Context: an optimization exercise on an open-source flow, tuned for small area, a short achievable clock period and few clock cycles per item. The choices shown serve that exercise and are no tape-out recipe.
Where RTL was checked, it was by simulation tests only, not by an equivalence proof against the original.
Function not checked in runs 2 to 5: the RTL went through the layout flow alone.
Power is estimated from default activity; no workload was simulated.

**flow/design.v**
```verilog
package lct_pkg;
  localparam int DEPTH_DEFAULT = 16;
  localparam int CMD_W         = 2;
  localparam int KEY_W         = 16;
  localparam int VALUE_W       = 32;
  localparam logic [VALUE_W-1:0] MISS_WORD = 32'hBF80_0000;
  typedef enum logic [CMD_W-1:0] {
    CMD_LOOKUP = 2'd0,
    CMD_INSERT = 2'd1,
    CMD_CLEAR  = 2'd2
  } cmd_t;
  typedef struct packed {
    logic [KEY_W-1:0]   key;
    logic [VALUE_W-1:0] value;
  } entry_t;
  function automatic int addr_w(input int depth);
    addr_w = (depth > 1) ? $clog2(depth) : 1;
  endfunction
endpackage
module lct_ram #(
  parameter int DEPTH = lct_pkg::DEPTH_DEFAULT
) (
  input  logic                              clk,
  input  logic                              rd_en,
  input  logic [lct_pkg::addr_w(DEPTH)-1:0] rd_addr,
  output lct_pkg::entry_t                   rd_data,
  input  logic                              wr_en,
  input  logic [lct_pkg::addr_w(DEPTH)-1:0] wr_addr,
  input  lct_pkg::entry_t                   wr_data
);
  logic [lct_pkg::KEY_W+lct_pkg::VALUE_W-1:0] mem [0:DEPTH-1];
  always_ff @(posedge clk) begin
    if (wr_en) begin
      mem[wr_addr] <= wr_data;
    end
  end
  always_ff @(posedge clk) begin
    if (rd_en) begin
      rd_data <= mem[rd_addr];
    end
  end
endmodule
module lru_cache_table #(
  parameter int DEPTH = lct_pkg::DEPTH_DEFAULT
) (
  input  logic                        clk,
  input  logic                        rst,
  input  logic                        in_valid,
  output logic                        in_ready,
  input  logic [lct_pkg::CMD_W-1:0]   command,
  input  logic [lct_pkg::KEY_W-1:0]   key,
  input  logic [lct_pkg::VALUE_W-1:0] value,
  output logic                        out_valid,
  input  logic                        out_ready,
  output logic                        hit,
  output logic [lct_pkg::VALUE_W-1:0] read_data
);
  localparam int N  = DEPTH;
  localparam int KW = lct_pkg::KEY_W;
  localparam int VW = lct_pkg::VALUE_W;
  logic                      req_v;
  logic [lct_pkg::CMD_W-1:0] req_cmd;
  logic [KW-1:0]             req_key;
  logic [VW-1:0]             req_val;
  logic [KW-1:0] tk [N];
  logic [VW-1:0] tv [N];
  logic [N-1:0]  vld;
  logic res_hit;
  logic res_miss;
  logic          go;
  logic [N-1:0]  m;
  logic [N:0]    ahead;    
  logic          any;
  logic          is_lk, is_ins, is_clr;
  logic          do_hit, do_ins, do_clr;
  logic [N-1:0]  sel_prev, sel_next;
  logic [VW-1:0] hit_val;
  assign go       = req_v && (!out_valid || out_ready);
  assign in_ready = !req_v || !out_valid || out_ready;
  always_comb begin
    for (int p = 0; p < N; p++) begin
      m[p] = vld[p] && (tk[p] == req_key);
    end
    ahead[0] = 1'b0;
    for (int p = 0; p < N; p++) begin
      ahead[p+1] = ahead[p] || m[p];
    end
    any = ahead[N];
    hit_val = '0;
    for (int p = 0; p < N; p++) begin
      hit_val = hit_val | ({VW{m[p] && !ahead[p]}} & tv[p]);
    end
  end
  assign is_lk  = (req_cmd == lct_pkg::CMD_LOOKUP);
  assign is_ins = (req_cmd == lct_pkg::CMD_INSERT);
  assign is_clr = (req_cmd == lct_pkg::CMD_CLEAR);
  assign do_hit = go && is_lk && any;
  assign do_ins = go && is_ins;
  assign do_clr = go && is_clr && any;
  always_comb begin
    for (int p = 0; p < N; p++) begin
      sel_prev[p] = do_ins || (do_hit && !ahead[p]);
      sel_next[p] = do_clr && ahead[p+1];
    end
  end
  always_ff @(posedge clk) begin
    if (sel_prev[0]) begin
      tk[0] <= req_key;
      tv[0] <= do_ins ? req_val : hit_val;
    end else if (sel_next[0]) begin
      tk[0] <= tk[1];
      tv[0] <= tv[1];
    end
    for (int p = 1; p < N - 1; p++) begin
      if (sel_prev[p]) begin
        tk[p] <= tk[p-1];
        tv[p] <= tv[p-1];
      end else if (sel_next[p]) begin
        tk[p] <= tk[p+1];
        tv[p] <= tv[p+1];
      end
    end
    if (sel_prev[N-1]) begin
      tk[N-1] <= tk[N-2];
      tv[N-1] <= tv[N-2];
    end
  end
  always_ff @(posedge clk) begin
    if (in_ready) begin
      req_cmd <= command;
      req_key <= key;
      req_val <= value;
    end
  end
  always_ff @(posedge clk) begin
    if (rst) begin
      req_v     <= 1'b0;
      vld       <= '0;
      out_valid <= 1'b0;
    end else begin
      if (in_ready) begin
        req_v <= in_valid;
      end
      if (do_ins) begin
        vld <= {vld[N-2:0], 1'b1};
      end else if (do_clr) begin
        vld <= {1'b0, vld[N-1:1]};
      end
      if (go) begin
        out_valid <= 1'b1;
      end else if (out_ready) begin
        out_valid <= 1'b0;
      end
    end
  end
  always_ff @(posedge clk) begin
    if (go) begin
      res_hit  <= is_lk && any;
      res_miss <= is_lk && !any;
    end
  end
  assign hit       = res_hit;
  assign read_data = res_hit ? tv[0] : (res_miss ? lct_pkg::MISS_WORD : '0);
endmodule
```
**flow/config.mk**
```make
export PLATFORM = sky130hd
export DESIGN_NAME = lru_cache_table
export DESIGN_NICKNAME = lru_cache_table
export VERILOG_FILES = /design/flow/design.v
export SDC_FILE = /design/flow/constraint.sdc
export NUM_CORES = 4
export LEC_CHECK = 0
export CAP_MARGIN = 20
export CORE_MARGIN = 2
export CORE_UTILIZATION = 40
export SLEW_MARGIN = 20
```
**flow/constraint.sdc**
```tcl
create_clock -name core_clock -period 5.0 [get_ports {clk}]
set_input_delay 1.0000 -clock core_clock [delete_from_list [all_inputs] [get_ports {clk}]]
set_output_delay 1.0000 -clock core_clock [all_outputs]
set_load 0.01 [all_outputs]
```
**flow/run.sh**
```bash
#!/bin/bash
# synth_recipe.tcl (not shown) runs the flow's synth.tcl, then flattens the netlist and writes it again
# the make line also repeats each setting of config.mk as NAME=value (left out here)
make -C /OpenROAD-flow-scripts/flow DESIGN_CONFIG=/design/flow/config.mk WORK_HOME=/design/flow/orfs CLKGATE_MAP_FILE= SYNTH_SCRIPT=/design/flow/synth_recipe.tcl finish
```
==> reports/results.ini, run 1 <==
[global_route]
globalRoute.totalOverflow = 0
grt_pass1_vias = 27559
antenna_found_initial = 3
grtUsageTotal = 0.2344
grt_pass1_wl_um = 194400
grt_max_degree = 49

[yosys]
synth_compound_area_frac = 0.07900
synth-edff-count = 820
synthXorXnorAreaFrac = 0.05209
synth_top_area_frac = 0.5676
synth.net_count = 3165
muxShareOfSynthArea = 0.1831
ys_async_sr_fraction = 0
yosys_warnings = 3
synth_top_family_by_area = multiplexers
yosys.area_share.simple = 0.08107
synth_largest_area_cell = edfxtp_1
yosys_register_bits = 838
synthFlopType = edfxtp_1
yosysUniqueCellTypes = 79
synth.cell_area_um2 = 43380
netlist_instances = 3111
synth.avg_cell_area_um2 = 13.94
seq_area_frac_synth = 0.5759
synth-adder-area-share = 0
ys_top_cells_by_area = edfxtp_1, mux2_2, xnor2_1

[finish]
nets = 3304
area_growth_syn_to_layout_pct = 15.19
nFillCells = 9410
final_common_cell = edfxtp_1
design_area_um2 = 49970
drive_above_1_share = 0.3140
utilization = 0.4655
antennaDiodeCount = 0
final_cell_mix = edfxtp_1, mux2_2, xnor2_1, nand2_1, buf_4

[placed_design]
gp_congestion = 0.9066
place_ws_ps = 151.7
port-buffer-count = 88
placedInstanceArea_um2 = 46940
dp_hpwl_um = 96340

[clock_tree]
postCtsSetupBuffers = 0
hold_buffers = 0
cts_resized = 0
cts_tree = built
clkLatencyLatePin_ps = 670
cts_buffers = 91
h-tree-depth = 3
clk_pin_slew_ps = 60
clock_path_buffers = 3
cts_root_buffer = clkbuf_16
cts_num_sinks = 838

[worst_hold_path]
min_path_cells = 0
hold_path.class = register to register
hp-start = tv[14][9]

[routing]
wire_per_inst_um = 28.02
via_per_inst = 6.088
route.final.wire_length_um = 132400
drtIter0Drc = 4298
drtAntennaViolNets = 0
drc_errors = 0
first_pass_iters = 8
vias = 28767

[timing]
post-route-min-period_ps = 4807
rsz0062_at_grt = false
finClkSkew_ps = 36.86
timing.final.ws_setup_ps = 193.3
fmax_mhz = 208.0
finalCritPeriodShare = 0.9613
worst_pin_slew_ps = 1205
slew_viol_final = 0
tns_ps = 0
hold_viol_final = 0
finalSetupViolCount = 0
slew_headroom = 0.1759

[worst_setup_path]
crit_end = tv[0][4]
reg2reg_to = tv[0][4]
reg2reg_slack_ps = 190
critPathMaxStageDelay_ps = 980
cp.depth = 11
path_class = register to register
cp_num_buf_inv = 2
critPathSlowestCell = a2111oi_0
reg2reg_depth = 11
crit_chain = buf_4 > xnor2_1 > nand4_1 > nor2_1 > or4b_2 > and4b_1 > buf_4 > a22oi_1 > a41oi_1 > a2111oi_0 > o21ai_0
cp-start-kind = register
cp_max_fo = 13
cp-startpoint = req_key[11]
cpMostUsedCell = buf_4
r2r-start = req_key[11]
critical_path_required_ps = 5370
worstSetupEndpointType = register
cp_top_family = compound AO/OA/AOI/OAI gates
arrival_ps = 5180

[pwr]
power.net_switching_mw = 3.369
combPwrFrac = 0.046
swShare = 0.2186
power_mw = 15.41
pwr-share-seq = 0.505
p_leak_nw = 13.73
power.density_nw_per_um2 = 308.4
p_int_mw = 12.04
ir_worst_vdd_mv = 0.2007
pwr-share-clk = 0.449

[floorplan]
die_y_um = 333.3
std_cell_rows = 120
die-area_um2 = 111100
coreArea_um2 = 107400
ios = 89
initial_utilization = 0.4041
die-width_um = 333.3

[run_status]
status = complete, no violations

[flow_run]
drv_cap = 0

kinds of logic (layout without fill, tap and decap cells):
| kind of cell | after synthesis | after routing |
|---|---|---|
| buffers and inverters | 249 | 460 |
| muxes | 689 | 689 |
| DFF | 838 | 838 |
| AOI/OAI and AO/OA | 441 | 441 |
| and+or+nand+nor | 636 | 636 |
| xor gates and xnor gates | 258 | 258 |
worst min-delay path by stage:
stage                       to  slack (ps)
floorplan           tv[15][10]         440
global placement    tv[15][16]         470
detailed placement   tv[15][0]         470
CTS                 tv[15][21]         490
global route         tv[15][0]         500
finish               tv[15][9]         490
per-stage QoR:
step           std cells  hold slack [ps]
2_1_floorplan       3111            439.5
4_1_cts             4724            489.9
3_3_place_gp        4556            466.6
5_1_grt             4725            503.2
6_report            4725            489.7
3_5_place_dp        4559            474.2
layout make-up:
| type | count | area [µm²] | area share |
|---|---|---|---|
| clock inverter | 54 | 565.5 | 0.01132 |
| clock buffer | 111 | 2447 | 0.04897 |
| multi-input combinational | 2024 | 17570 | 0.3516 |
| sequential | 838 | 24980 | 0.5000 |
| tap | 1403 | 1755 | 0.03513 |
| timing repair buffer | 248 | 2474 | 0.04950 |
| inverter | 47 | 176.4 | 0.003530 |
worst register-to-register path: cells and delay by family (launching register included):
kind | cells | cell delay [ps]
AO/OA/AOI/OAI | 4 | 1560
XOR/XNOR | 1 | 160
buffers and inverters | 2 | 560
flip-flops | 1 | 870
AND/OR/NAND/NOR | 4 | 1370
state kept, by name (all words and copies together), names as in the netlist:
name / flops
out_valid: 1
req_cmd: 2
req_key: 16
req_v: 1
req_val: 32
res_hit: 1
res_miss: 1
tk: 256
tv: 512
vld: 16
Yosys cell counts (16+ instances only):
master	number
or3_1	23
edfxtp_1	820
nand2_1	144
and3_1	26
a41oi_1	16
inv_1	47
nor2_1	75
and2_1	34
xnor2_1	180
xor2_1	78
mux2_4	54
a221o_1	23
o21ai_0	64
a22o_1	44
nand3_1	95
mux2i_1	16
a2111oi_0	16
buf_2	60
dfxtp_1	18
o21ai_1	18
and4_1	22
clkbuf_1	85
nor3_1	45
mux2_2	619
o2111ai_1	34
a22oi_1	40
buf_4	39
nor4_1	34
nand4_1	49
a31oi_1	25
a211oi_1	37
per-layer routing:
metal,GRT usage,routed length (µm)
met5,0,10
met4,0.05950,3081
met3,0.04140,12000
met2,0.3374,56130
met1,0.3616,61180
power groups by stage:
stage	clock network, mW	registers (mW)	logic (mW)
5_1_grt	7.26	7.78	0.756
3_3_place_gp	0	7.93	0.706
6_report	6.92	7.78	0.713
3_5_place_dp	0	7.93	0.710
2_1_floorplan	0	7.90	0.451
4_1_cts	7.01	7.78	0.712
Testbench counts, summed over its fixed seeds: cycles 16,016, requests 16,000.
==> run 2, diff against run 1 <==
--- a/flow/design.v
+++ b/flow/design.v
@@ -56,44 +56,48 @@
   output logic [lct_pkg::VALUE_W-1:0] read_data
 );
   localparam int N  = DEPTH;
+  localparam int IW = lct_pkg::addr_w(DEPTH);
   localparam int KW = lct_pkg::KEY_W;
   localparam int VW = lct_pkg::VALUE_W;
   logic                      req_v;
   logic [lct_pkg::CMD_W-1:0] req_cmd;
   logic [KW-1:0]             req_key;
   logic [VW-1:0]             req_val;
-  logic [KW-1:0] tk [N];
-  logic [VW-1:0] tv [N];
+  logic [N-1:0]              req_m;     
+  logic [KW-1:0] tk  [N];
+  logic [IW-1:0] ptr [N];
   logic [N-1:0]  vld;
+  logic [VW-1:0] sv  [N];
   logic res_hit;
   logic res_miss;
   logic          go;
-  logic [N-1:0]  m;
-  logic [N:0]    ahead;    
+  logic [N:0]    ahead;     
   logic          any;
+  logic [IW-1:0] hptr;
+  logic [IW-1:0] wslot;
   logic          is_lk, is_ins, is_clr;
   logic          do_hit, do_ins, do_clr;
   logic [N-1:0]  sel_prev, sel_next;
-  logic [VW-1:0] hit_val;
+  logic [N-1:0]  eq;
+  logic          eq_req;
+  logic [N-1:0]  m_d;
   assign go       = req_v && (!out_valid || out_ready);
   assign in_ready = !req_v || !out_valid || out_ready;
-  always_comb begin
-    for (int p = 0; p < N; p++) begin
-      m[p] = vld[p] && (tk[p] == req_key);
-    end
-    ahead[0] = 1'b0;
-    for (int p = 0; p < N; p++) begin
-      ahead[p+1] = ahead[p] || m[p];
-    end
-    any = ahead[N];
-    hit_val = '0;
-    for (int p = 0; p < N; p++) begin
-      hit_val = hit_val | ({VW{m[p] && !ahead[p]}} & tv[p]);
-    end
-  end
   assign is_lk  = (req_cmd == lct_pkg::CMD_LOOKUP);
   assign is_ins = (req_cmd == lct_pkg::CMD_INSERT);
   assign is_clr = (req_cmd == lct_pkg::CMD_CLEAR);
+  always_comb begin
+    ahead[0] = 1'b0;
+    for (int p = 0; p < N; p++) begin
+      ahead[p+1] = ahead[p] || req_m[p];
+    end
+    any = ahead[N];
+    hptr = '0;
+    for (int p = 0; p < N; p++) begin
+      hptr = hptr | ({IW{req_m[p] && !ahead[p]}} & ptr[p]);
+    end
+  end
+  assign wslot  = ptr[N-1];
   assign do_hit = go && is_lk && any;
   assign do_ins = go && is_ins;
   assign do_clr = go && is_clr && any;
@@ -103,26 +107,70 @@
       sel_next[p] = do_clr && ahead[p+1];
     end
   end
+  always_comb begin
+    for (int p = 0; p < N; p++) begin
+      eq[p] = vld[p] && (tk[p] == key);
+    end
+    eq_req = (req_key == key);
+    for (int p = 0; p < N; p++) begin
+      if (sel_prev[p]) begin
+        m_d[p] = (p == 0) ? eq_req : eq[(p + N - 1) % N];
+      end else if (sel_next[p]) begin
+        m_d[p] = (p == N - 1) ? 1'b0 : eq[(p + 1) % N];
+      end else begin
+        m_d[p] = eq[p];
+      end
+    end
+  end
   always_ff @(posedge clk) begin
     if (sel_prev[0]) begin
       tk[0] <= req_key;
-      tv[0] <= do_ins ? req_val : hit_val;
     end else if (sel_next[0]) begin
       tk[0] <= tk[1];
-      tv[0] <= tv[1];
     end
     for (int p = 1; p < N - 1; p++) begin
       if (sel_prev[p]) begin
         tk[p] <= tk[p-1];
-        tv[p] <= tv[p-1];
       end else if (sel_next[p]) begin
         tk[p] <= tk[p+1];
-        tv[p] <= tv[p+1];
       end
     end
     if (sel_prev[N-1]) begin
       tk[N-1] <= tk[N-2];
-      tv[N-1] <= tv[N-2];
+    end
+  end
+  always_ff @(posedge clk) begin
+    if (rst) begin
+      for (int p = 0; p < N; p++) begin
+        ptr[p] <= IW'(p);
+      end
+    end else begin
+      if (do_ins) begin
+        ptr[0] <= wslot;
+      end else if (do_hit) begin
+        ptr[0] <= hptr;
+      end else if (sel_next[0]) begin
+        ptr[0] <= ptr[1];
+      end
+      for (int p = 1; p < N - 1; p++) begin
+        if (sel_prev[p]) begin
+          ptr[p] <= ptr[p-1];
+        end else if (sel_next[p]) begin
+          ptr[p] <= ptr[p+1];
+        end
+      end
+      if (sel_prev[N-1]) begin
+        ptr[N-1] <= ptr[N-2];
+      end else if (do_clr) begin
+        ptr[N-1] <= hptr;
+      end
+    end
+  end
+  always_ff @(posedge clk) begin
+    for (int s = 0; s < N; s++) begin
+      if (do_ins && (wslot == IW'(s))) begin
+        sv[s] <= req_val;
+      end
     end
   end
   always_ff @(posedge clk) begin
@@ -130,6 +178,7 @@
       req_cmd <= command;
       req_key <= key;
       req_val <= value;
+      req_m   <= m_d;
     end
   end
   always_ff @(posedge clk) begin
@@ -160,5 +209,5 @@
     end
   end
   assign hit       = res_hit;
-  assign read_data = res_hit ? tv[0] : (res_miss ? lct_pkg::MISS_WORD : '0);
+  assign read_data = res_hit ? sv[ptr[0]] : (res_miss ? lct_pkg::MISS_WORD : '0);
 endmodule
--- a/flow/config.mk
+++ b/flow/config.mk
@@ -7,5 +7,6 @@
 export LEC_CHECK = 0
 export CAP_MARGIN = 20
 export CORE_MARGIN = 2
-export CORE_UTILIZATION = 40
+export CORE_UTILIZATION = 60
+export SETUP_SLACK_MARGIN = 2.5
 export SLEW_MARGIN = 20
==> run 2 against run 1 <==
Synthesized cell count fell by 3.4%; fmax rose by 23%; still clean; critical path depth fell by 2; via count rose by 6.5%; largest cell class unchanged; global-route usage rose by 14 points; highest routed layer unchanged.
==> reports/results.ini, run 2 <==
[routing]
first_pass_iters = 9  ; +1
wl_met3_um = 15130  ; +26%
top_layer_used = met5
drtIter0Drc = 4714  ; +9.7%
met1_length_um = 50050  ; -18%
drc_errors = 0  ; unchanged
via_per_inst = 6.823  ; +12%
route.final.wire_length_um = 142700  ; +7.8%
drtAntennaViolNets = 0  ; unchanged
met2_length_um = 65730  ; +17%
wire_per_inst_um = 31.78  ; +13%
vias = 30630  ; +6.5%

[worst_setup_path]
cp_num_buf_inv = 4  ; +2
cp-startpoint = ptr[0][1]
r2r-start = req_m[11]
critPathSlowestCell = dfxtp_4
arrival_ps = 2910  ; -2270 ps
critical_path_required_ps = 4000  ; -1370 ps
cpMostUsedCell = buf_12
crit_chain = buf_6 > or2_4 > buf_12 > nor2_4 > buf_12 > a222oi_1 > and3_1 > a41oi_2 > buf_2
cp-start-kind = register
worstSetupEndpointType = output port
reg2reg_to = tk[14][1]
reg2reg_slack_ps = 2250  ; +2060 ps
critPathMaxStageDelay_ps = 390  ; -590 ps
reg2reg_depth = 8  ; -3
cp_top_family = simple AND/OR/NAND/NOR gates
cp_max_fo = 6  ; -7
path_class = register to output port

[finish]
regArea_um2 = 26770  ; +7.1%
area_growth_syn_to_layout_pct = 31.19
nFillCells = 3677  ; -61%
top_regs = sv (512), tk (256), ptr (64)
drive_above_1_share = 0.3317  ; +0.01771
multi_input_area_um2 = 14780  ; -16%
instances_no_fill = 4489  ; -5.0%
largest_reg_flops = 512  ; unchanged
final_cell_mix = edfxtp_1, nand2_1, buf_4, xnor2_1, buf_6
nets = 3599  ; +8.9%
design_area_um2 = 52390  ; +4.8%
top_register = sv
final_common_cell = edfxtp_1

[pwr]
power_mw = 17.53  ; +14%
pwr-share-clk = 0.410  ; -0.039
power.density_nw_per_um2 = 334.6  ; +8.5%
ir_worst_vdd_mv = 0.3098  ; +54%
p_int_mw = 13.37  ; +11%
power.net_switching_mw = 4.161  ; +24%
p_leak_nw = 18.90  ; +38%
pwr-share-seq = 0.499  ; -0.006
combPwrFrac = 0.091  ; +0.045
swShare = 0.2374  ; +0.01883

[placed_design]
placedInstanceArea_um2 = 42710  ; -9.0%
place_ws_ps = 604.2  ; +452.5 ps
port-buffer-count = 88  ; unchanged
gp_congestion = 0.8739  ; -3.6%
dp_hpwl_um = 75550  ; -22%
placed_cells = 3879  ; -15%

[timing]
finClkSkew_ps = 20.30  ; -16.55 ps
worst_pin_slew_ps = 896.4  ; -308.7 ps
finalSetupViolCount = 0  ; unchanged
timing.final.ws_setup_ps = 1086  ; +892.7 ps
fmax_mhz = 255.5  ; +23%
post-route-min-period_ps = 3914  ; -892.7 ps
slew_viol_final = 0  ; unchanged
tns_ps = 0  ; unchanged
finalCritPeriodShare = 0.7828  ; -0.1785
rsz0062_at_grt = true
slew_headroom = 0.4024  ; +0.2266
hold_viol_final = 0  ; unchanged

[floorplan]
initial_utilization = 0.6063  ; +0.2022
die_y_um = 262.0  ; -21%
die-area_um2 = 68630  ; -38%
ios = 89  ; unchanged
coreArea_um2 = 65860  ; -39%
die-width_um = 262.0  ; -21%
std_cell_rows = 94  ; -22%

[clock_tree]
cts_num_sinks = 918  ; +9.5%
clk_pin_slew_ps = 60  ; about the same
h-tree-depth = 3  ; unchanged
clkLatencyLatePin_ps = 670  ; about the same
cts_tree = built
cts_buffers = 93  ; +2.2%
hold_buffers = 0  ; unchanged
cts_root_buffer = clkbuf_16
clock_path_buffers = 3  ; unchanged

[yosys]
synth.avg_cell_area_um2 = 13.29  ; -4.7%
synthTopCellsByCount = edfxtp_1, nand2_1, xnor2_1
ys_async_sr_fraction = 0  ; unchanged
synthFlopType = edfxtp_1
synth_largest_area_cell = edfxtp_1
yosys_warnings = 4  ; +1
yosys_register_bits = 918  ; +9.5%
synth-edff-count = 836  ; +2.0%
synth_top_area_frac = 0.6287  ; +0.06108
netlist_instances = 3005  ; -3.4%
synth_most_common_cell = edfxtp_1
seq_area_frac_synth = 0.6698  ; +0.09388
synth.cell_area_um2 = 39930  ; -8.0%
yosysUniqueCellTypes = 76  ; -3.8%
synth.net_count = 3059  ; -3.3%
ys_top_cells_by_area = edfxtp_1, nand2_1, dfxtp_1

[run_status]
status = complete, no violations

[worst_hold_path]
hp-start = tk[14][1]
hold_path.class = register to register
min_path_cells = 0  ; unchanged
hold_path_end = tk[15][1]

[global_route]
grt_pass1_wl_um = 187400  ; -3.6%
grt_pass1_vias = 28837  ; +4.6%
grtUsageTotal = 0.3740  ; +0.1396
grt_max_degree = 64  ; +31%
antenna_found_initial = 3  ; unchanged
globalRoute.totalOverflow = 0  ; unchanged

[flow_run]
drv_cap = 0  ; unchanged

-- run 2: cell families after synthesis --
kind of cell | share of synthesized area
flops | 0.6698
simple gates | 0.09964
compound gates | 0.09438
xor+xnor | 0.05966
mux | 0.05649
buf+inv | 0.02005
-- run 2: timing repair --
item / CTS / global route
pin swaps: 101 / 169
gates cloned: 15 / 32
resized for setup: 400 / 446
endpoints found under the setup margin: 1193 / 1046
buffers inserted: 225 / 163
-- run 2: stage by stage --
stage                 util  hold WS (ps)
floorplan                -         457.1
global placement    0.6484         482.8
detailed placement  0.6484         486.6
CTS                 0.7423         502.1
global route        0.7953         516.3
finish              0.7954         505.7
-- run 2: layout make-up --
cell class              count  share of cell area
inverters                  11            0.001146
diodes                      1          0.00004777
well taps                 864             0.02064
multi-input cells        1904              0.2821
repair buffers            617              0.1266
flip-flops and latches    918              0.5109
clock inverters            50             0.01051
clock buffers             124             0.04803
-- run 2: power groups by stage --
stage	Combinational [mW]	Clock [mW]	Sequential [mW]
CTS	1.27	7.13	8.73
global route	1.65	7.45	8.76
detailed placement	1.05	0	8.91
floorplan	0.732	0	8.80
finish	1.59	7.18	8.75
global placement	1.04	0	8.90
-- run 2: routing by layer --
metal,vias to the layer above,global-route usage
met4,4,0.2109
met2,2324,0.6121
met3,707,0.07436
met5,-,0
met1,15136,0.4697
li1,12459,-
-- run 2: how the worst max path moves through the flow --
| stage | end | slack (ps) | depth (start not counted) |
|---|---|---|---|
| after global placement | read_data[17] | 660 | 7 |
| final | read_data[6] | 1090 | 9 |
| after detailed placement | read_data[17] | 600 | 7 |
| after floorplan | sv[0][0] | 1800 | 6 |
| after global routing | read_data[12] | 1060 | 10 |
| after CTS | read_data[29] | 1150 | 9 |
==> run 3, diff against run 2 <==
--- a/flow/design.v
+++ b/flow/design.v
@@ -68,8 +68,13 @@
   logic [IW-1:0] ptr [N];
   logic [N-1:0]  vld;
   logic [VW-1:0] sv  [N];
-  logic res_hit;
-  logic res_miss;
+  logic [1:0]    rq_n;
+  logic          rq_hit  [2];
+  logic          rq_miss [2];
+  logic [IW-1:0] rq_slot [2];
+  logic          o_free;
+  logic          rq_pop;
+  logic          r_hit, r_miss;
   logic          go;
   logic [N:0]    ahead;     
   logic          any;
@@ -81,8 +86,12 @@
   logic [N-1:0]  eq;
   logic          eq_req;
   logic [N-1:0]  m_d;
-  assign go       = req_v && (!out_valid || out_ready);
-  assign in_ready = !req_v || !out_valid || out_ready;
+  assign go       = req_v && !rq_n[1];
+  assign in_ready = !req_v || !rq_n[1];
+  assign o_free   = !out_valid || out_ready;
+  assign rq_pop   = o_free && (rq_n != 2'd0);
+  assign r_hit    = is_lk && any;
+  assign r_miss   = is_lk && !any;
   assign is_lk  = (req_cmd == lct_pkg::CMD_LOOKUP);
   assign is_ins = (req_cmd == lct_pkg::CMD_INSERT);
   assign is_clr = (req_cmd == lct_pkg::CMD_CLEAR);
@@ -184,6 +193,7 @@
   always_ff @(posedge clk) begin
     if (rst) begin
       req_v     <= 1'b0;
+      rq_n      <= 2'd0;
       vld       <= '0;
       out_valid <= 1'b0;
     end else begin
@@ -195,19 +205,33 @@
       end else if (do_clr) begin
         vld <= {1'b0, vld[N-1:1]};
       end
-      if (go) begin
-        out_valid <= 1'b1;
-      end else if (out_ready) begin
-        out_valid <= 1'b0;
-      end
-    end
-  end
-  always_ff @(posedge clk) begin
+      if (o_free) begin
+        out_valid <= (rq_n != 2'd0);
+      end
+      rq_n <= rq_n + {1'b0, go} - {1'b0, rq_pop};
+    end
+  end
+  always_ff @(posedge clk) begin
+    if (rq_pop) begin
+      rq_hit[0]  <= rq_hit[1];
+      rq_miss[0] <= rq_miss[1];
+      rq_slot[0] <= rq_slot[1];
+    end
+    if (go && (rq_n == (rq_pop ? 2'd1 : 2'd0))) begin
+      rq_hit[0]  <= r_hit;
+      rq_miss[0] <= r_miss;
+      rq_slot[0] <= hptr;
+    end
     if (go) begin
-      res_hit  <= is_lk && any;
-      res_miss <= is_lk && !any;
-    end
-  end
-  assign hit       = res_hit;
-  assign read_data = res_hit ? sv[ptr[0]] : (res_miss ? lct_pkg::MISS_WORD : '0);
+      rq_hit[1]  <= r_hit;
+      rq_miss[1] <= r_miss;
+      rq_slot[1] <= hptr;
+    end
+  end
+  always_ff @(posedge clk) begin
+    if (o_free) begin
+      hit       <= rq_hit[0];
+      read_data <= rq_hit[0] ? sv[rq_slot[0]] : (rq_miss[0] ? lct_pkg::MISS_WORD : '0);
+    end
+  end
 endmodule
==> run 3 against run 2 <==
Routed wire length down 7.0%; cell count down 6.6%; sequential share of layout area up 2.9 points; critical path type is now register to register; power up 37%; clock skew up 4.9 ps; first-iteration DRC count down 20%; combinational power rose to 4.0 times the previous value; critical path depth unchanged.
==> reports/results.ini, run 3 <==
[worst_setup_path]
critical_path_required_ps = 5400  ; +1400 ps
reg2reg_slack_ps = 2240  ; about the same
r2r-start = req_m[10]
critPathMaxStageDelay_ps = 590  ; +200 ps
cp_max_fo = 6  ; unchanged
cp.depth = 9  ; unchanged
cp-startpoint = req_m[10]
path_class = register to register
arrival_ps = 3160  ; +250 ps
cp_top_family = simple AND/OR/NAND/NOR gates
cp_num_buf_inv = 4  ; unchanged
crit_chain = or4_4 > nor4_4 > buf_4 > buf_8 > a211oi_4 > o21ai_2 > buf_6 > buf_12 > mux2_2
worstSetupEndpointType = register
reg2reg_to = tk[7][5]
crit_end = tk[7][5]
cp-start-kind = register
reg2reg_depth = 9  ; +1
critPathSlowestCell = or4_4

[finish]
nets = 3291  ; -8.6%
nFillCells = 4111  ; +12%
area_growth_syn_to_layout_pct = 25.62
top_register = sv
largest_reg_flops = 512  ; unchanged
instances_no_fill = 4194  ; -6.6%
regArea_um2 = 28080  ; +4.9%
antennaDiodeCount = 0  ; -1
final_common_cell = edfxtp_1
multi_input_area_um2 = 14860  ; +0.55%
final_cell_mix = edfxtp_1, nand2_1, xnor2_1, buf_4, mux2_4
utilization = 0.7602  ; -0.03517
top_regs = sv (512), tk (256), ptr (64)
drive_above_1_share = 0.2962  ; -0.03548

[timing]
slew_viol_final = 0  ; unchanged
finClkSkew_ps = 25.23  ; +4.926 ps
finalSetupViolCount = 0  ; unchanged
fmax_mhz = 362.3  ; +42%
slew_headroom = 0.2251  ; -0.1773
tns_ps = 0  ; unchanged
worst_pin_slew_ps = 1155  ; +258.8 ps
timing.final.ws_setup_ps = 2240  ; +1154 ps
post-route-min-period_ps = 2760  ; -1154 ps
hold_viol_final = 0  ; unchanged
rsz0062_at_grt = true
finalCritPeriodShare = 0.5520  ; -0.2308

[flow_run]
drv_cap = 0  ; unchanged

[pwr]
p_leak_nw = 18.66  ; -1.3%
ir_worst_vdd_mv = 0.3082  ; -0.53%
power.density_nw_per_um2 = 462.8  ; +38%
power_mw = 24.09  ; +37%

[yosys]
seq_area_frac_synth = 0.6777  ; +0.007880
synthFlopType = edfxtp_1
netlist_instances = 2881  ; -4.1%
yosysUniqueCellTypes = 73  ; -3.9%
ys_async_sr_fraction = 0  ; unchanged
synth.net_count = 2937  ; -4.0%
synth-edff-count = 879  ; +5.1%
synth.cell_area_um2 = 41430  ; +3.8%
synth_largest_area_cell = edfxtp_1
synth.avg_cell_area_um2 = 14.38  ; +8.2%
synth_top_area_frac = 0.6371  ; +0.008402
synthTopCellsByCount = edfxtp_1, nand2_1, mux2_2
ys_top_cells_by_area = edfxtp_1, mux2_2, xnor2_1
yosys_warnings = 7  ; +3
synth_most_common_cell = edfxtp_1
yosys_register_bits = 963  ; +4.9%

[global_route]
antenna_found_initial = 1  ; -2
grt_max_degree = 56  ; -13%
grt_pass1_vias = 27917  ; -3.2%
globalRoute.totalOverflow = 0  ; unchanged
grtUsageTotal = 0.3553  ; -0.01876
grt_pass1_wl_um = 184400  ; -1.6%

[placed_design]
gp_congestion = 0.9014  ; +3.1%
place_ws_ps = 1163  ; +558.9 ps
dp_hpwl_um = 76830  ; +1.7%
port-buffer-count = 88  ; unchanged
placed_cells = 3789  ; -2.3%

[run_status]
status = complete, no violations

[routing]
drtAntennaViolNets = 0  ; unchanged
vias = 28320  ; -7.5%
first_pass_iters = 6  ; -3
drtIter0Drc = 3793  ; -20%
wire_per_inst_um = 31.64  ; -0.45%
drc_errors = 0  ; unchanged
route.final.wire_length_um = 132700  ; -7.0%
via_per_inst = 6.753  ; -1.0%

[floorplan]
coreArea_um2 = 68470  ; +4.0%
std_cell_rows = 96  ; +2.1%
die-area_um2 = 71170  ; +3.7%
initial_utilization = 0.6052  ; -0.001134
die-width_um = 266.8  ; +1.8%
die_y_um = 266.8  ; +1.8%
ios = 89  ; unchanged

[clock_tree]
cts_root_buffer = clkbuf_16
h-tree-depth = 3  ; unchanged
clk_pin_slew_ps = 60  ; about the same
clock_path_buffers = 3  ; unchanged
cts_num_sinks = 963  ; +4.9%
cts_buffers = 99  ; +6.5%
hold_buffers = 0  ; unchanged
cts_tree = built
clkLatencyLatePin_ps = 660  ; about the same

[worst_hold_path]
min_path_cells = 2  ; +2
hold_path.class = register to register

run 3: cell count changes after synthesis, sizes merged, moves of 23 or more:
| cell | change |
|---|---|
| nand2 | -215 |
| mux2 | +130 |
| edfxtp | +43 |
| nor2 | -29 |
| xnor2 | +23 |
run 3: repair_timing:
item | in CTS | in global routing
gates cloned | 20 | 20
setup endpoints to repair | 1188 | 983
pin swaps | 55 | 74
resized for setup | 359 | 253
setup buffers | 124 | 63
run 3: kinds of logic (layout without fill, tap and decap cells):
group,Yosys count,in the layout,synth area share
multiplexers,318,318,0.08501
flip-flops,963,963,0.6777
AND/OR/NAND/NOR,651,664,0.07426
AO/OA/AOI/OAI,480,485,0.08483
adder cells (fa/ha/maj),2,2,0.0006039
XOR/XNOR,274,274,0.05792
buffers and inverters,193,606,0.01972
run 3: worst min path at each step:
stage                     slack [ps]       from        end
final                            500  ptr[3][0]  ptr[2][0]
after global routing             530  tk[14][2]  tk[15][2]
after CTS                        490    vld[15]    vld[14]
after detailed placement         490  tk[14][0]  tk[15][0]
after global placement           490  tk[14][6]  tk[15][6]
after floorplan                  460    vld[14]    vld[15]
run 3: area by class of cell:
type,instances,share of cell area
Multi-Input combinational cell,1743,0.2855
Tap cell,882,0.02120
Clock buffer,134,0.05166
Sequential cell,963,0.5395
Inverter,16,0.001154
Timing Repair Buffer,412,0.08962
Clock inverter,44,0.01132
run 3: per-layer routing:
metal	GRT usage	routed length, µm
met1	0.4498	49130
met2	0.6045	65060
met4	0.1640	7124
met5	0	9
met3	0.05619	11370
run 3: power by group:
| part | total [mW] | internal (mW) | switching [mW] |
|---|---|---|---|
| Clock | 7.57 | 4.44 | 3.13 |
| Sequential | 10.1 | 9.56 | 0.560 |
| Combinational | 6.40 | 2.71 | 3.69 |
| Total | 24.1 | 16.7 | 7.37 |
run 3: worst min-delay path, stage by stage, from the launching register on:
cell      delay [ps]
dfxtp_1          330
nand2_1           60
a311oi_1          70
run 3: stage by stage:
step           hold WS, ps  area [µm²]
2_1_floorplan        458.6       42060
3_3_place_gp         492.0       44110
3_5_place_dp         492.2       44110
4_1_cts              493.8       50040
5_1_grt              527.7       52050
6_report             496.6       52050
==> run 4, diff against run 3 <==
--- a/flow/config.mk
+++ b/flow/config.mk
@@ -7,6 +7,7 @@
 export LEC_CHECK = 0
 export CAP_MARGIN = 20
 export CORE_MARGIN = 2
-export CORE_UTILIZATION = 60
+export CORE_UTILIZATION = 70
+export CTS_CLUSTER_SIZE = 20
 export SETUP_SLACK_MARGIN = 2.5
 export SLEW_MARGIN = 20
==> run 4 against run 3 <==
Hold slack better by 14 ps; still clean; combinational power increased by 8.1%; design area down 0.17%; synthesized area unchanged; global-route usage up 7.3 points; clock skew is 25 ps higher; synthesized cell count did not move; power increased by 1.9%; non-clock buffer count increased by 18.
==> reports/results.ini, run 4 <==
[clock_tree]
cts_buffers = 94  ; -5.1%
hold_buffers = 0  ; unchanged
h-tree-depth = 3  ; unchanged
clkLatencyLatePin_ps = 730  ; +70 ps
cts_num_sinks = 963  ; unchanged
cts_root_buffer = clkbuf_16
clock_path_buffers = 3  ; unchanged
clk_pin_slew_ps = 70  ; about the same
cts_tree = built

[floorplan]
die_y_um = 247.3  ; -7.3%
ios = 89  ; unchanged
die-width_um = 247.3  ; -7.3%
coreArea_um2 = 58800  ; -14%
die-area_um2 = 61150  ; -14%
std_cell_rows = 89  ; -7.3%
initial_utilization = 0.7047  ; +0.09952

[yosys]
synth_top_family_by_area = multiplexers
synth.cell_area_um2 = 41430  ; unchanged
synthTopCellsByCount = edfxtp_1, nand2_1, mux2_2
seq_area_frac_synth = 0.6777  ; unchanged
yosys.area_share.simple = 0.07426  ; unchanged
synth-edff-count = 879  ; unchanged
synthFlopType = edfxtp_1
muxShareOfSynthArea = 0.08501  ; unchanged
yosysUniqueCellTypes = 73  ; unchanged
synth.net_count = 2937  ; unchanged
netlist_instances = 2881  ; unchanged
ys_top_cells_by_area = edfxtp_1, mux2_2, xnor2_1
synth_most_common_cell = edfxtp_1
yosys_register_bits = 963  ; unchanged
synth_compound_area_frac = 0.08483  ; unchanged
yosys_warnings = 7  ; unchanged
synth-adder-area-share = 0.0006040  ; unchanged
synthXorXnorAreaFrac = 0.05792  ; unchanged
synth_largest_area_cell = edfxtp_1
synth.avg_cell_area_um2 = 14.38  ; unchanged
synth_top_area_frac = 0.6371  ; unchanged
ys_async_sr_fraction = 0  ; unchanged

[routing]
drtAntennaViolNets = 0  ; unchanged
via_per_inst = 7.730  ; +14%
wire_per_inst_um = 36.62  ; +16%
vias = 31669  ; +12%
route.final.wire_length_um = 150000  ; +13%
drc_errors = 0  ; unchanged
first_pass_iters = 9  ; +3
drtIter0Drc = 5686  ; +50%

[global_route]
grt_pass1_vias = 29062  ; +4.1%
grtUsageTotal = 0.4282  ; +0.07294
globalRoute.totalOverflow = 0  ; unchanged
grt_pass1_wl_um = 189200  ; +2.6%
grt_max_degree = 56  ; unchanged
antenna_found_initial = 2  ; +1

[placed_design]
placedInstanceArea_um2 = 43800  ; -0.69%
dp_hpwl_um = 73120  ; -4.8%
gp_congestion = 0.9178  ; +1.8%
port-buffer-count = 88  ; unchanged
placed_cells = 3660  ; -3.4%

[timing]
finalCritPeriodShare = 0.6336  ; +0.08162
finalSetupViolCount = 0  ; unchanged
rsz0062_at_grt = true
slew_headroom = 0.1603  ; -0.06478
post-route-min-period_ps = 3168  ; +408.1 ps
slew_viol_final = 0  ; unchanged
tns_ps = 0  ; unchanged
worst_pin_slew_ps = 1252  ; +96.57 ps
finClkSkew_ps = 50.48  ; +25.25 ps
fmax_mhz = 315.6  ; -13%
hold_viol_final = 0  ; unchanged

[finish]
top_register = sv
final_cell_mix = edfxtp_1, nand2_1, xnor2_1, buf_4, mux2_4
top_regs = sv (512), tk (256), ptr (64)
utilization = 0.8837  ; +0.1235
instances_no_fill = 4097  ; -2.3%
area_growth_syn_to_layout_pct = 25.40
design_area_um2 = 51960  ; -0.17%
drive_above_1_share = 0.2946  ; -0.001617
largest_reg_flops = 512  ; unchanged
nets = 3300  ; +0.27%
final_common_cell = edfxtp_1

[worst_setup_path]
path_class = register to register
critical_path_required_ps = 5420  ; +20 ps
cp_max_fo = 13  ; +7
arrival_ps = 3590  ; +430 ps
cp-start-kind = register
worstSetupEndpointType = register

[pwr]
ir_worst_vdd_mv = 0.4277  ; +39%
p_leak_nw = 18.74  ; +0.46%
power.density_nw_per_um2 = 472.2  ; +2.0%

[run_status]
status = complete, no violations

[flow_run]
drv_cap = 0  ; unchanged

[worst_hold_path]
hold_path.class = register to register

run 4: cell counts after synthesis:
Identical to the previous run, type by type.
run 4: logic make-up after synthesis:
family	after synthesis
XOR/XNOR	274
multiplexers	318
AO/OA/AOI/OAI	480
flip-flops	963
adder cells (fa/ha/maj)	2
buffers and inverters	193
AND/OR/NAND/NOR	651
run 4: path summary, 6_finish.rpt:
kind	start	end	slack (ps)	depth (start not counted)
worst min-delay path	tk[14][11]	tk[15][11]	510	0
worst max register to register	req_m[6]	tk[7][14]	1830	9
worst min register to register	tk[14][11]	tk[15][11]	510	0
worst max-delay path	req_m[6]	tk[7][14]	1830	9
run 4: report_power, final:
group / internal, mW / switching [mW]
clock: 4.14 / 3.30
sequential: 9.56 / 0.614
combinational: 2.80 / 4.13
total: 16.5 / 8.04
run 4: cell type report:
cell class / count / area [µm²]
Antenna cell: 4 / 10.01
Fill cell: 2233 / 6839
Tap cell: 773 / 967.2
Sequential cell: 963 / 28080
Timing Repair Buffer: 430 / 4887
Multi-Input combinational cell: 1739 / 14760
Inverter: 16 / 67.56
Clock inverter: 54 / 655.6
Clock buffer: 118 / 2524
run 4: timing repair:
action,in CTS,in global routing
pin swaps,39,75
cloned,21,23
resized for setup,321,291
hold endpoints to repair,0,0
buffers inserted,110,107
setup endpoints to repair,1178,842
run 4: metrics by stage:
step	hold WS (ps)	total power [mW]	setup WS [ps]
final	510.3	24.54	1832
after global routing	528.3	24.83	1866
after CTS	494.5	22.71	2301
after detailed placement	489.7	14.76	908.1
after global placement	488.4	14.62	996.6
after floorplan	458.6	12.94	2334
run 4: worst max-delay path: stages, from the launching register on:
cell      delay (ps)
edfxtp_1         510
nor3_2           720
and3_4           400
buf_4            260
a211oi_2         110
o21ai_2          180
buf_6            150
buf_12           100
buf_12           140
mux2_4           320
run 4: metal layers:
layer	GRT usage	vias up	wire, µm
met5	0	-	0
li1	-	11841	-
met2	0.7067	3553	67450
met1	0.5186	15074	45710
met4	0.2726	0	15660
met3	0.08628	1201	21200
==> run 5, diff against run 4 <==
--- a/flow/design.v
+++ b/flow/design.v
@@ -64,7 +64,7 @@
   logic [KW-1:0]             req_key;
   logic [VW-1:0]             req_val;
   logic [N-1:0]              req_m;     
-  logic [KW-1:0] tk  [N];
+  logic [KW-1:0] sk  [N];
   logic [IW-1:0] ptr [N];
   logic [N-1:0]  vld;
   logic [VW-1:0] sv  [N];
@@ -83,6 +83,7 @@
   logic          is_lk, is_ins, is_clr;
   logic          do_hit, do_ins, do_clr;
   logic [N-1:0]  sel_prev, sel_next;
+  logic [N-1:0]  ms;
   logic [N-1:0]  eq;
   logic          eq_req;
   logic [N-1:0]  m_d;
@@ -117,10 +118,17 @@
     end
   end
   always_comb begin
-    for (int p = 0; p < N; p++) begin
-      eq[p] = vld[p] && (tk[p] == key);
-    end
     eq_req = (req_key == key);
+    for (int s = 0; s < N; s++) begin
+      if (do_ins && (wslot == IW'(s))) begin
+        ms[s] = eq_req;
+      end else begin
+        ms[s] = (sk[s] == key);
+      end
+    end
+    for (int p = 0; p < N; p++) begin
+      eq[p] = vld[p] && ms[ptr[p]];
+    end
     for (int p = 0; p < N; p++) begin
       if (sel_prev[p]) begin
         m_d[p] = (p == 0) ? eq_req : eq[(p + N - 1) % N];
@@ -129,23 +137,6 @@
       end else begin
         m_d[p] = eq[p];
       end
-    end
-  end
-  always_ff @(posedge clk) begin
-    if (sel_prev[0]) begin
-      tk[0] <= req_key;
-    end else if (sel_next[0]) begin
-      tk[0] <= tk[1];
-    end
-    for (int p = 1; p < N - 1; p++) begin
-      if (sel_prev[p]) begin
-        tk[p] <= tk[p-1];
-      end else if (sel_next[p]) begin
-        tk[p] <= tk[p+1];
-      end
-    end
-    if (sel_prev[N-1]) begin
-      tk[N-1] <= tk[N-2];
     end
   end
   always_ff @(posedge clk) begin
@@ -178,6 +169,7 @@
   always_ff @(posedge clk) begin
     for (int s = 0; s < N; s++) begin
       if (do_ins && (wslot == IW'(s))) begin
+        sk[s] <= req_key;
         sv[s] <= req_val;
       end
     end
--- a/flow/config.mk
+++ b/flow/config.mk
@@ -7,7 +7,6 @@
 export LEC_CHECK = 0
 export CAP_MARGIN = 20
 export CORE_MARGIN = 2
-export CORE_UTILIZATION = 70
-export CTS_CLUSTER_SIZE = 20
+export CORE_UTILIZATION = 60
 export SETUP_SLACK_MARGIN = 2.5
 export SLEW_MARGIN = 20
==> run 5 against run 4 <==
Critical path depth rose by 6; cell count increased by 6.1%; synthesized area fell by 0.34%; highest routed layer is now met5; sequential share of layout area shrank 0.22 points; hold slack improved by 13 ps; clock skew decreased by 11 ps; synthesized cell count rose by 2.4%; critical endpoint is now req_m[4]; clock-buffer cell count increased by 3; fmax fell by 5.0%; design area grew 0.43%.
==> reports/results.ini, run 5 <==
[pwr]
pwr-share-seq = 0.436  ; +0.021
p_leak_nw = 17.99  ; -4.0%
swShare = 0.3097  ; -0.01787
power.net_switching_mw = 7.089  ; -12%
ir_worst_vdd_mv = 0.3835  ; -10%
combPwrFrac = 0.249  ; -0.033
p_int_mw = 15.80  ; -4.2%
power.density_nw_per_um2 = 438.7  ; -7.1%
pwr-share-clk = 0.315  ; +0.012

[clock_tree]
cts_num_sinks = 963  ; unchanged
cts_root_buffer = clkbuf_16
h-tree-depth = 3  ; unchanged
cts_buffers = 98  ; +4.3%
clock_path_buffers = 3  ; unchanged
clkLatencyLatePin_ps = 670  ; -60 ps
hold_buffers = 0  ; unchanged
clk_pin_slew_ps = 60  ; about the same
cts_tree = built

[finish]
antennaDiodeCount = 0  ; -4
utilization = 0.7635  ; -0.1202
final_cell_mix = edfxtp_1, buf_4, a22oi_1, xor2_1, nand2_1
area_growth_syn_to_layout_pct = 26.37
top_regs = sv (512), sk (256), ptr (64)
final_common_cell = edfxtp_1
drive_above_1_share = 0.2850  ; -0.009565
largest_reg_flops = 512  ; unchanged
instances_no_fill = 4345  ; +6.1%
nFillCells = 4063  ; +82%
nets = 3439  ; +4.2%
top_register = sv

[yosys]
netlist_instances = 2950  ; +2.4%
ys_top_cells_by_area = edfxtp_1, xor2_1, dfxtp_1
synth.avg_cell_area_um2 = 14.00  ; -2.7%
synthFlopType = edfxtp_1
synth.cell_area_um2 = 41290  ; -0.34%
yosys_warnings = 7  ; unchanged
yosysUniqueCellTypes = 96  ; +32%
synth_largest_area_cell = edfxtp_1
synthTopCellsByCount = edfxtp_1, xor2_1, nand2_1
synth_most_common_cell = edfxtp_1
synth.net_count = 3006  ; +2.3%
yosys_register_bits = 963  ; unchanged
synth-edff-count = 879  ; unchanged
synth_top_area_frac = 0.6393  ; +0.002181
ys_async_sr_fraction = 0  ; unchanged
seq_area_frac_synth = 0.6800  ; +0.002320

[flow_run]
drv_cap = 0  ; unchanged

[worst_setup_path]
critPathMaxStageDelay_ps = 340  ; -380 ps
worstSetupEndpointType = register
critPathSlowestCell = o32a_1
path_class = input port to register
critical_path_required_ps = 5510  ; +90 ps
reg2reg_to = req_m[4]
reg2reg_slack_ps = 1720  ; -110 ps
cpMostUsedCell = buf_4
arrival_ps = 3850  ; +260 ps
cp-start-kind = input port
crit_chain = clkbuf_4 > buf_12 > buf_4 > xnor2_1 > nand4_1 > nor4_2 > buf_4 > mux2i_4 > o2bb2ai_1 > o32a_1 > a311oi_2 > a31oi_2 > buf_4 > a21bo_1 > o22ai_1
cp_top_family = compound AO/OA/AOI/OAI gates
cp_num_buf_inv = 5  ; +1
r2r-start = req_key[6]
reg2reg_depth = 13  ; +4
cp_max_fo = 6  ; -7

[placed_design]
placed_cells = 3838  ; +4.9%
port-buffer-count = 88  ; unchanged
place_ws_ps = 302.6  ; -605.6 ps
dp_hpwl_um = 66740  ; -8.7%
gp_congestion = 0.9536  ; +3.9%

[timing]
finalSetupViolCount = 0  ; unchanged
finalCritPeriodShare = 0.6670  ; +0.03334
slew_headroom = 0.1995  ; +0.03917
fmax_mhz = 299.9  ; -5.0%
post-route-min-period_ps = 3335  ; +166.7 ps
rsz0062_at_grt = true
timing.final.ws_setup_ps = 1665  ; -166.7 ps
hold_viol_final = 0  ; unchanged
finClkSkew_ps = 39.72  ; -10.76 ps
tns_ps = 0  ; unchanged
worst_pin_slew_ps = 1199  ; -52.31 ps
slew_viol_final = 0  ; unchanged

[floorplan]
std_cell_rows = 96  ; +7.9%
die_y_um = 266.3  ; +7.7%
initial_utilization = 0.6041  ; -0.1005
die-width_um = 266.3  ; +7.7%
die-area_um2 = 70930  ; +16%
ios = 89  ; unchanged
coreArea_um2 = 68350  ; +16%

[routing]
drtIter0Drc = 3718  ; -35%
route.final.wire_length_um = 132000  ; -12%
vias = 29170  ; -7.9%
first_pass_iters = 6  ; -3
drc_errors = 0  ; unchanged
via_per_inst = 6.713  ; -13%
wire_per_inst_um = 30.38  ; -17%
drtAntennaViolNets = 0  ; unchanged

[run_status]
status = complete, no violations

[worst_hold_path]
hold_path_end = vld[15]
min_path_cells = 2  ; +2
hold_path.class = register to register
hp-start = vld[15]

[global_route]
antenna_found_initial = 2  ; unchanged
grt_pass1_wl_um = 186200  ; -1.6%
globalRoute.totalOverflow = 0  ; unchanged
grt_max_degree = 51  ; -8.9%
grtUsageTotal = 0.3626  ; -0.06563
grt_pass1_vias = 27686  ; -4.7%

==> run 5: cell types whose count changed after synthesis, moves of 37 or more <==
cell	before	now
xor2_1	81	193
mux2_2	260	19
nor2_1	110	153
nand3_1	29	66
nand2_1	300	180
a22oi_1	96	179
xnor2_1	193	81
==> run 5: repair_timing <==
item,4_1_cts,5_1_grt
gates cloned,21,4
pin swaps,111,105
resized for setup,395,237
buffers inserted,210,92
setup endpoints to repair,894,314
==> run 5: power by group through the flow <==
stage / sequential (mW) / clock (mW) / combinational, mW
2_1_floorplan: 9.83 / 0 / 2.73
3_3_place_gp: 10.1 / 0 / 4.12
3_5_place_dp: 10.1 / 0 / 4.18
4_1_cts: 9.93 / 7.23 / 5.17
5_1_grt: 10.0 / 7.54 / 5.98
6_report: 9.99 / 7.20 / 5.70
==> run 5: cell families (layout without fill, tap and decap cells) <==
kind of cell / after synthesis / in the layout / synth area share
adders and majority gates: 2 / 2 / 0.0006059
and+or+nand+nor: 764 / 773 / 0.09857
AOI/OAI and AO/OA: 623 / 627 / 0.1110
muxes: 89 / 90 / 0.02506
buffers and inverters: 235 / 734 / 0.02670
DFF: 963 / 963 / 0.6800
xor gates and xnor gates: 274 / 274 / 0.05812
==> run 5: tightest hold or removal path, stage by stage (launching register included) <==
cell and delay [ps]:
dfxtp_1 360, nand3_2 80, a21oi_2 40
==> run 5: metal layers <==
metal / up-vias / routed length [µm] / global-route usage
met4: 4 / 5724 / 0.1380
li1: 12372 / - / -
met1: 14592 / 50410 / 0.4898
met2: 1852 / 62580 / 0.5876
met3: 350 / 13260 / 0.06932
met5: - / 29 / 0
==> run 5: worst max-delay path by stage <==
stage / slack, ps / from / cells after the start / end
2_1_floorplan: 790 / rq_n[1] / 10 / req_m[13]
3_3_place_gp: 260 / key[9] / 13 / req_m[6]
3_5_place_dp: 300 / key[5] / 11 / req_m[8]
4_1_cts: 1730 / req_key[0] / 13 / req_m[8]
5_1_grt: 1600 / key[14] / 16 / req_m[3]
6_report: 1670 / key[8] / 15 / req_m[4]
==> run 5: cell type report <==
class                      instances  area (µm²)  area share
inverter                          29       135.1    0.002590
clock buffer                     121        2621     0.05023
tap                              882        1104     0.02115
sequential                       963       28090      0.5384
clock inverter                    59       534.3     0.01024
multi-input combinational       1766       14260      0.2732
timing repair buffer             524        5431      0.1041
timing repair inverter             1       5.005  0.00009591
==> run 5: stage by stage <==
| stage | hold WS, ps | cell area, µm² | power [mW] |
|---|---|---|---|
| 2_1_floorplan | 424.4 | 41610 | 12.56 |
| 3_3_place_gp | 507.3 | 43740 | 14.24 |
| 3_5_place_dp | 509.5 | 43740 | 14.32 |
| 4_1_cts | 508.9 | 50310 | 22.33 |
| 5_1_grt | 540.6 | 52180 | 23.55 |
| 6_report | 523.8 | 52180 | 22.89 |
==> run 6, diff against run 5 <==
--- a/flow/design.v
+++ b/flow/design.v
@@ -64,17 +64,15 @@
   logic [KW-1:0]             req_key;
   logic [VW-1:0]             req_val;
   logic [N-1:0]              req_m;     
-  logic [KW-1:0] sk  [N];
+  logic [KW-1:0] tk  [N];
   logic [IW-1:0] ptr [N];
   logic [N-1:0]  vld;
   logic [VW-1:0] sv  [N];
-  logic [1:0]    rq_n;
-  logic          rq_hit  [2];
-  logic          rq_miss [2];
-  logic [IW-1:0] rq_slot [2];
-  logic          o_free;
-  logic          rq_pop;
-  logic          r_hit, r_miss;
+  logic res_v;
+  logic res_hit;
+  logic res_miss;
+  logic o_free;
+  logic res_free;
   logic          go;
   logic [N:0]    ahead;     
   logic          any;
@@ -83,16 +81,13 @@
   logic          is_lk, is_ins, is_clr;
   logic          do_hit, do_ins, do_clr;
   logic [N-1:0]  sel_prev, sel_next;
-  logic [N-1:0]  ms;
   logic [N-1:0]  eq;
   logic          eq_req;
   logic [N-1:0]  m_d;
-  assign go       = req_v && !rq_n[1];
-  assign in_ready = !req_v || !rq_n[1];
   assign o_free   = !out_valid || out_ready;
-  assign rq_pop   = o_free && (rq_n != 2'd0);
-  assign r_hit    = is_lk && any;
-  assign r_miss   = is_lk && !any;
+  assign res_free = !res_v || o_free;
+  assign go       = req_v && res_free;
+  assign in_ready = !req_v || res_free;
   assign is_lk  = (req_cmd == lct_pkg::CMD_LOOKUP);
   assign is_ins = (req_cmd == lct_pkg::CMD_INSERT);
   assign is_clr = (req_cmd == lct_pkg::CMD_CLEAR);
@@ -118,17 +113,10 @@
     end
   end
   always_comb begin
+    for (int p = 0; p < N; p++) begin
+      eq[p] = vld[p] && (tk[p] == key);
+    end
     eq_req = (req_key == key);
-    for (int s = 0; s < N; s++) begin
-      if (do_ins && (wslot == IW'(s))) begin
-        ms[s] = eq_req;
-      end else begin
-        ms[s] = (sk[s] == key);
-      end
-    end
-    for (int p = 0; p < N; p++) begin
-      eq[p] = vld[p] && ms[ptr[p]];
-    end
     for (int p = 0; p < N; p++) begin
       if (sel_prev[p]) begin
         m_d[p] = (p == 0) ? eq_req : eq[(p + N - 1) % N];
@@ -137,6 +125,23 @@
       end else begin
         m_d[p] = eq[p];
       end
+    end
+  end
+  always_ff @(posedge clk) begin
+    if (sel_prev[0]) begin
+      tk[0] <= req_key;
+    end else if (sel_next[0]) begin
+      tk[0] <= tk[1];
+    end
+    for (int p = 1; p < N - 1; p++) begin
+      if (sel_prev[p]) begin
+        tk[p] <= tk[p-1];
+      end else if (sel_next[p]) begin
+        tk[p] <= tk[p+1];
+      end
+    end
+    if (sel_prev[N-1]) begin
+      tk[N-1] <= tk[N-2];
     end
   end
   always_ff @(posedge clk) begin
@@ -169,7 +174,6 @@
   always_ff @(posedge clk) begin
     for (int s = 0; s < N; s++) begin
       if (do_ins && (wslot == IW'(s))) begin
-        sk[s] <= req_key;
         sv[s] <= req_val;
       end
     end
@@ -185,7 +189,7 @@
   always_ff @(posedge clk) begin
     if (rst) begin
       req_v     <= 1'b0;
-      rq_n      <= 2'd0;
+      res_v     <= 1'b0;
       vld       <= '0;
       out_valid <= 1'b0;
     end else begin
@@ -197,33 +201,24 @@
       end else if (do_clr) begin
         vld <= {1'b0, vld[N-1:1]};
       end
+      if (go) begin
+        res_v <= 1'b1;
+      end else if (o_free) begin
+        res_v <= 1'b0;
+      end
       if (o_free) begin
-        out_valid <= (rq_n != 2'd0);
-      end
-      rq_n <= rq_n + {1'b0, go} - {1'b0, rq_pop};
-    end
-  end
-  always_ff @(posedge clk) begin
-    if (rq_pop) begin
-      rq_hit[0]  <= rq_hit[1];
-      rq_miss[0] <= rq_miss[1];
-      rq_slot[0] <= rq_slot[1];
-    end
-    if (go && (rq_n == (rq_pop ? 2'd1 : 2'd0))) begin
-      rq_hit[0]  <= r_hit;
-      rq_miss[0] <= r_miss;
-      rq_slot[0] <= hptr;
-    end
+        out_valid <= res_v;
+      end
+    end
+  end
+  always_ff @(posedge clk) begin
     if (go) begin
-      rq_hit[1]  <= r_hit;
-      rq_miss[1] <= r_miss;
-      rq_slot[1] <= hptr;
-    end
-  end
-  always_ff @(posedge clk) begin
+      res_hit  <= is_lk && any;
+      res_miss <= is_lk && !any;
+    end
     if (o_free) begin
-      hit       <= rq_hit[0];
-      read_data <= rq_hit[0] ? sv[rq_slot[0]] : (rq_miss[0] ? lct_pkg::MISS_WORD : '0);
+      hit       <= res_hit;
+      read_data <= res_hit ? sv[ptr[0]] : (res_miss ? lct_pkg::MISS_WORD : '0);
     end
   end
 endmodule
--- a/flow/config.mk
+++ b/flow/config.mk
@@ -8,5 +8,7 @@
 export CAP_MARGIN = 20
 export CORE_MARGIN = 2
 export CORE_UTILIZATION = 60
+export CTS_CLUSTER_DIAMETER = 110
+export CTS_CLUSTER_SIZE = 24
 export SETUP_SLACK_MARGIN = 2.5
 export SLEW_MARGIN = 20
==> run 6 against run 5 <==
Still clean on timing, DRC and antenna; cell count fell by 3.4%; power fell by 38%; critical path depth fell by 4; sequential cell count fell by 11; via count fell by 2.4%; clock power fell by about 40%; die area fell by 0.66%; highest routed layer is now met4.
==> reports/results.ini, run 6 <==
[global_route]
grt_pass1_wl_um = 182400  ; -2.0%
grt_max_degree = 48  ; -5.9%
top_usage_layer = met2
grt_use_met3 = 0.04823  ; -0.02108
globalRoute.totalOverflow = 0  ; unchanged
use_met2 = 0.5812  ; -0.006404
antenna_found_initial = 1  ; -1
grt_use_met1 = 0.4803  ; -0.009501
grt_pass1_vias = 26980  ; -2.6%
grtUsageTotal = 0.3519  ; -0.01072

[timing]
post-route-min-period_ps = 2717  ; -618.1 ps
finClkSkew_ps = 23.80  ; -15.91 ps
finalSetupViolCount = 0  ; unchanged
worst_pin_slew_ps = 903.9  ; -295.6 ps
fmax_mhz = 368.1  ; +23%
slew_headroom = 0.3974  ; +0.1979
rsz0062_at_grt = true
hold_viol_final = 0  ; unchanged
finalCritPeriodShare = 0.5434  ; -0.1236
tns_ps = 0  ; unchanged
slew_viol_final = 0  ; unchanged
finalHoldWorstSlack_ps = 495.5  ; -28.27 ps

[floorplan]
std_cell_rows = 95  ; -1.0%
die-width_um = 265.5  ; -0.33%
coreArea_um2 = 67400  ; -1.4%
die_y_um = 265.5  ; -0.33%
initial_utilization = 0.6086  ; +0.004429
die-area_um2 = 70470  ; -0.66%
ios = 89  ; unchanged

[yosys]
synth_largest_area_cell = edfxtp_1
ys_top_cells_by_area = edfxtp_1, nand2_1, xnor2_1
synth_top_area_frac = 0.6362  ; -0.003031
synthFlopType = edfxtp_1
netlist_instances = 2983  ; +1.1%
synth.cell_area_um2 = 41020  ; -0.67%
yosysUniqueCellTypes = 83  ; -14%
synthTopCellsByCount = edfxtp_1, nand2_1, xnor2_1
seq_area_frac_synth = 0.6767  ; -0.003246
yosys_register_bits = 952  ; -1.1%
synth_most_common_cell = edfxtp_1
synth-edff-count = 869  ; -1.1%
synth.avg_cell_area_um2 = 13.75  ; -1.8%
yosys_warnings = 4  ; -3
synth.net_count = 3037  ; +1.0%
ys_async_sr_fraction = 0  ; unchanged

[clock_tree]
hold_buffers = 0  ; unchanged
clkLatencyLatePin_ps = 650  ; -20 ps
cts_tree = built
h-tree-depth = 2  ; -1
clk_pin_slew_ps = 110  ; +50 ps
cts_num_sinks = 952  ; -1.1%
clock_path_buffers = 3  ; unchanged
cts_root_buffer = clkbuf_16
cts_buffers = 45  ; -54%

[finish]
largest_reg_flops = 512  ; unchanged
top_register = sv
nets = 3342  ; -2.8%
drive_above_1_share = 0.2460  ; -0.03900
final_cell_mix = edfxtp_1, nand2_1, buf_4, xnor2_1, mux2_4
multi_input_area_um2 = 14650  ; +2.8%
final_common_cell = edfxtp_1
utilization = 0.7318  ; -0.03170
instances_no_fill = 4198  ; -3.4%
area_growth_syn_to_layout_pct = 20.24
antennaDiodeCount = 0  ; unchanged
nFillCells = 4335  ; +6.7%
regArea_um2 = 27780  ; -1.1%
top_regs = sv (512), tk (256), ptr (64)

[worst_setup_path]
reg2reg_slack_ps = 2280  ; +560 ps
reg2reg_depth = 11  ; -2
path_class = register to register
cp_max_fo = 7  ; +1
critical_path_required_ps = 5530  ; +20 ps
cp-start-kind = register
worstSetupEndpointType = register
reg2reg_to = tk[13][4]
arrival_ps = 3240  ; -610 ps
r2r-start = req_m[5]

[placed_design]
port-buffer-count = 88  ; unchanged
gp_congestion = 0.8869  ; -7.0%
placed_cells = 3862  ; +0.63%
dp_hpwl_um = 74890  ; +12%

[routing]
via_per_inst = 6.781  ; +1.0%
drc_errors = 0  ; unchanged
vias = 28467  ; -2.4%
drtAntennaViolNets = 0  ; unchanged
first_pass_iters = 6  ; unchanged
drtIter0Drc = 4048  ; +8.9%
route.final.wire_length_um = 130800  ; -0.95%
wire_per_inst_um = 31.15  ; +2.5%

[pwr]
power_mw = 14.19  ; -38%
p_leak_nw = 17.52  ; -2.6%
ir_worst_vdd_mv = 0.2678  ; -30%
power.density_nw_per_um2 = 287.6  ; -34%

[worst_hold_path]
hold_path_end = ptr[7][3]
min_path_cells = 2  ; unchanged
hp-start = ptr[8][3]
hold_path.class = register to register

[run_status]
status = complete, no violations

[flow_run]
drv_cap = 0  ; unchanged

==> run 6: repair_timing <==
item                                    in CTS  in global routing
endpoints found under the setup margin    1166                693
gates cloned                                18                 26
setup buffers                              120                 88
pin swaps                                   35                 84
resized for setup                          239                257
==> run 6: critical path, cell delays in order, from the launching register on <==
cell       delay [ps]
edfxtp_1          470
buf_4             180
nor4_2            380
nand2_2           150
buf_6             150
buf_6             110
o31ai_4           340
buf_6             200
a21o_4            240
clkbuf_16         220
nand2_1            70
nand2_1            70
==> run 6: cell type report <==
| class | instances | area share |
|---|---|---|
| sequential | 952 | 0.5633 |
| multi-input combinational | 1851 | 0.2971 |
| timing repair buffer | 421 | 0.08907 |
| clock buffer | 81 | 0.02621 |
| tap | 873 | 0.02215 |
| inverter | 17 | 0.001294 |
| clock inverter | 3 | 0.0009133 |
==> run 6: report_power, final <==
group | switching [mW] | leakage [nW] | internal, mW | total [mW]
Combinational | 0.531 | 8.14 | 0.417 | 0.948
Clock | 2.52 | 0.635 | 1.79 | 4.31
Sequential | 0.161 | 8.74 | 8.77 | 8.93
==> run 6: metal layers <==
layer,up-vias,share of wire
met1,14425,0.38
met4,0,0.044
met2,1796,0.48
met3,318,0.097
li1,11928,-
met5,-,0
==> run 6: worst max path at each step <==
| stage | start | endpoint | cells after the start |
|---|---|---|---|
| final | req_m[5] | tk[13][4] | 11 |
| after global routing | req_m[5] | tk[13][4] | 11 |
| after detailed placement | out_ready | tk[10][3] | 7 |
| after floorplan | out_ready | sv[1][0] | 6 |
| after CTS | out_ready | in_ready | 5 |
| after global placement | out_ready | tk[10][9] | 7 |
==> run 6: kinds of logic (layout without fill, tap and decap cells) <==
kind of cell              count (synthesis)  count (layout)  synth area share
and+or+nand+nor                         843             852           0.09316
DFF                                     952             952            0.6767
buffers and inverters                   202             522           0.02175
xor gates and xnor gates                272             272           0.05808
AOI/OAI and AO/OA                       496             509           0.09194
muxes                                   218             218           0.05833
==> run 6: per-stage QoR <==
step	area, µm²	setup WS (ps)
2_1_floorplan	41960	1730
3_3_place_gp	43790	845.8
3_5_place_dp	43800	700.8
4_1_cts	47180	2322
5_1_grt	49320	2256
6_report	49320	2283
Testbench counts of run 6, summed over its fixed seeds: cycles 16,024, requests 16,000.

==> what the ideal ports hide <==
How much do the figures lean on ideal ports? The routed layouts below were timed once more, with nothing changed but the port constraints.
Step 1 (the two cells are an assumption about what drives the block):
set clk [get_ports {clk}]
set_driving_cell -lib_cell sky130_fd_sc_hd__clkbuf_16 $clk
set_driving_cell -lib_cell sky130_fd_sc_hd__buf_2 [delete_from_list [all_inputs] $clk]
Step 2 moves the port delays by t, midway between the first and last clock arrival at a register: inputs arrive t later, outputs are due t later. That takes back most of the time a late clock gives input paths.
a / b / c = no drivers / after step 1 / after step 2; a / b = the first two.
run	t, ns	slack for setup (ns)	hold slack, ns	cell pins on the clock port's net
run 1	0.716	0.193 / 0.193 / 0.193	0.490 / 0.490 / 0.490	1
run 2	0.734	1.086 / 1.018 / 1.513	0.506 / 0.506 / 0.506	1
run 3	0.720	2.240 / 2.240 / 1.763	0.497 / 0.497 / 0.497	1
run 4	0.766	1.832 / 1.832 / 1.542	0.510 / 0.510 / 0.510	1
run 5	0.723	1.665 / 1.696 / 0.973	0.524 / 0.524 / 0.524	1
run 6	0.708	2.283 / 2.273 / 1.724	0.495 / 0.495 / 0.495	1
After both steps every run listed still meets setup and hold. The setup slack of run 5, which loses most, moves by +0.031 ns with the drivers and by -0.692 ns with both steps.
